This is an optimization exercise on Yosys and OpenROAD, whose aim is small area, not a production implementation. In this exercise RTL edits were held to simulation tests only and were not proved equivalent to the original. Power figures rest on the tool's default switching activity, not on a simulated workload.

== v30 ==
Design reg_file, start of the top module:
module reg_file #(
  parameter int DATA_WIDTH = 32,
  parameter int ADDR_WIDTH = 5,
  parameter int ZERO_REG   = 31
) (
  input  logic                  clk,
  input  logic                  rst_n,
  input  logic [ADDR_WIDTH-1:0] read_reg1,
  input  logic [ADDR_WIDTH-1:0] read_reg2,
  input  logic [ADDR_WIDTH-1:0] write_reg,
  input  logic [DATA_WIDTH-1:0] write_data,
  input  logic                  reg_write,
  output logic [DATA_WIDTH-1:0] read_data1,
  output logic [DATA_WIDTH-1:0] read_data2
);
Size in the first run: about 3200 cells after synthesis, ~1000 flip-flops, roughly 40000 sq um of cells after synthesis.
==> flow/config.mk <==
export PLATFORM = sky130hd
export DESIGN_NAME = reg_file
export DESIGN_NICKNAME = reg_file
export VERILOG_FILES = /design/flow/design.v
export SDC_FILE = /design/flow/constraint.sdc
export NUM_CORES = 8
export LEC_CHECK = 0
export CAP_MARGIN = 25
export CORE_MARGIN = 2
export CORE_UTILIZATION = 40
export CTS_BUF_LIST = sky130_fd_sc_hd__clkbuf_8
export CTS_CLUSTER_DIAMETER = 70
export CTS_CLUSTER_SIZE = 14
export PLACE_DENSITY = 0.75
export SLEW_MARGIN = 25
export SYNTH_HIERARCHICAL = 1
==> flow/constraint.sdc <==
create_clock -name core_clock -period 10.0 [get_ports {clk}]
set_input_delay 2.0000 -clock core_clock [delete_from_list [all_inputs] [get_ports {clk}]]
set_output_delay 2.0000 -clock core_clock [all_outputs]
set_load 0.01 [all_outputs]
standard.sh (not shown) runs the stock make flow with config.mk's settings and CLKGATE_MAP_FILE= SYNTH_SCRIPT=/design/flow/synth_recipe.tcl, a recipe that flattens the netlist after the stock synthesis.
==> flow/flow/run.sh <==
#!/bin/bash
# Layout flow: the standard synthesis unchanged, then the standard ORFS
# layout with two changes:
# * the smallest buffer on each port (repair_design sizes up where needed);
# * during floorplan and placement, the resizer may only use cells of drive
#   strength 2 or less, so that it fixes long nets with small buffers and
#   small upsizes rather than large ones. CTS and later steps use the
#   platform's usual cell set.
set -uo pipefail
LIB=$FLOW_HOME/platforms/sky130hd/lib/sky130_fd_sc_hd__tt_025C_1v80.lib
PLATFORM_DU="sky130_fd_sc_hd__probe_p_8 sky130_fd_sc_hd__probec_p_8 sky130_fd_sc_hd__lpflow_bleeder_1 sky130_fd_sc_hd__lpflow_clkbufkapwr_1 sky130_fd_sc_hd__lpflow_clkbufkapwr_16 sky130_fd_sc_hd__lpflow_clkbufkapwr_2 sky130_fd_sc_hd__lpflow_clkbufkapwr_4 sky130_fd_sc_hd__lpflow_clkbufkapwr_8 sky130_fd_sc_hd__lpflow_clkinvkapwr_1 sky130_fd_sc_hd__lpflow_clkinvkapwr_16 sky130_fd_sc_hd__lpflow_clkinvkapwr_2 sky130_fd_sc_hd__lpflow_clkinvkapwr_4 sky130_fd_sc_hd__lpflow_clkinvkapwr_8 sky130_fd_sc_hd__lpflow_decapkapwr_12 sky130_fd_sc_hd__lpflow_decapkapwr_3 sky130_fd_sc_hd__lpflow_decapkapwr_4 sky130_fd_sc_hd__lpflow_decapkapwr_6 sky130_fd_sc_hd__lpflow_decapkapwr_8 sky130_fd_sc_hd__lpflow_inputiso0n_1 sky130_fd_sc_hd__lpflow_inputiso0p_1 sky130_fd_sc_hd__lpflow_inputiso1n_1 sky130_fd_sc_hd__lpflow_inputiso1p_1 sky130_fd_sc_hd__lpflow_inputisolatch_1 sky130_fd_sc_hd__lpflow_isobufsrc_1 sky130_fd_sc_hd__lpflow_isobufsrc_16 sky130_fd_sc_hd__lpflow_isobufsrc_2 sky130_fd_sc_hd__lpflow_isobufsrc_4 sky130_fd_sc_hd__lpflow_isobufsrc_8 sky130_fd_sc_hd__lpflow_isobufsrckapwr_16 sky130_fd_sc_hd__lpflow_lsbuf_lh_hl_isowell_tap_1 sky130_fd_sc_hd__lpflow_lsbuf_lh_hl_isowell_tap_2 sky130_fd_sc_hd__lpflow_lsbuf_lh_hl_isowell_tap_4 sky130_fd_sc_hd__lpflow_lsbuf_lh_isowell_4 sky130_fd_sc_hd__lpflow_lsbuf_lh_isowell_tap_1 sky130_fd_sc_hd__lpflow_lsbuf_lh_isowell_tap_2 sky130_fd_sc_hd__lpflow_lsbuf_lh_isowell_tap_4"
BIG=$(grep -o 'cell *( *"sky130_fd_sc_hd__[a-z0-9_]*_\(4\|6\|8\|12\|16\)")' "$LIB" | sed 's/.*"\(.*\)".*/\1/' | grep -v -E 'tap|fill|decap' | tr '\n' ' ')
PORTS="BUFFER_PORTS_ARGS=-buffer_cell sky130_fd_sc_hd__buf_1"
bash standard.sh synth > flow_synth.log 2>&1 || exit 1
bash standard.sh "$PORTS" DONT_USE_CELLS="$PLATFORM_DU $BIG" place > flow_place.log 2>&1 || exit 1
bash standard.sh "$PORTS" finish > flow_finish.log 2>&1 || exit 1
Changes in v44 relative to v30:
- PLACE_DENSITY no longer set, was 0.75
--- outcome ---
- Power after layout: v30 vs v44, no meaningful difference
- v44 vs v30: worst hold slack down in v44
- Number of CTS-inserted buffers came out exactly the same in v30 and v44.
## Diff of input files: v4 against v44
- putting GPL_TIMING_DRIVEN at 0 where nothing was set
- In summary, v4 completed successfully, with a layout that passed the timing, design-rule and antenna checks.
- Diff v44 -> v4: clock transition at the registers of the reported paths stayed essentially flat; pre-CTS setup slack rose by 0.18 ns; non-clock buffer instance count of the final layout rose by about 22%.
- v44 consumes less power than v4.
- On global-route wire length before repair, the lower figure sits with v4, not v44.
- Of v4 and v44, it is v4 that has the higher internal portion of total power.
- Count of pins over their slew limit: v44 vs v4 identical
- Area added between synthesis and finish ends up higher on v4.
- As far as internal reg-to-reg setup slack is concerned, v44 and v4 perform about the same.
- v4 vs. v44: final design area excluding fillers went up by 0.95%.
Input-level comparison between v39 and v4:
- removing GPL_TIMING_DRIVEN (formerly 0)
- changing CTS_CLUSTER_SIZE from 14 to 16
==> comparison <==
v39 went all the way through the flow, and no timing, DRC or antenna check failed.
Both conditions hold for v4: the flow ran to the end and the final layout passed the timing, design-rule and antenna checks.
Sort v39 and v4 by ratio of final minimum period to clock period, ascending, and v4 comes first.
Summary of v39 over v4: per-cell routed wire length saw an increase; simple-gate portion of the synthesized area saw little to no change; share of final-layout standard cells stronger than drive strength 1 saw a decrease.
Final worst hold slack, v39 and v4: larger value in v39

static timing again, ports no longer ideal:
No port has a modelled driver above. Below, the same layouts with a new extraction and two added sets of constraints. Step 1: set_driving_cell puts a clkbuf_16 on clk and a buf_2 on each other input, an assumption about the parent block. Step 2 adds t to the input delays and takes it off the output delays; t is the mean of the earliest and latest rising clock arrival at the registers after step 1. Input paths then give back, and output paths get back, about the clock's delay inside the block. Three values: ideal ports, drivers, drivers and shift; two values: the first two.
run | t, ns | slack for setup (ns) | worst hold slack (ns)
v30 | 0.810 | 1.739 / 1.714 / 1.714 | 0.487 / 0.487 / 0.487
v44 | 0.830 | 1.733 / 1.710 / 1.710 | 0.484 / 0.484 / 0.484
v4 | 0.831 | 1.967 / 1.937 / 1.937 | 0.481 / 0.481 / 0.481
v39 | 0.837 | 1.778 / 1.753 / 1.753 | 0.487 / 0.487 / 0.487
After both steps every run listed still meets setup and hold. For v4, which loses most, drivers alone change the setup slack by -0.030 ns; drivers and shift together by -0.030 ns.
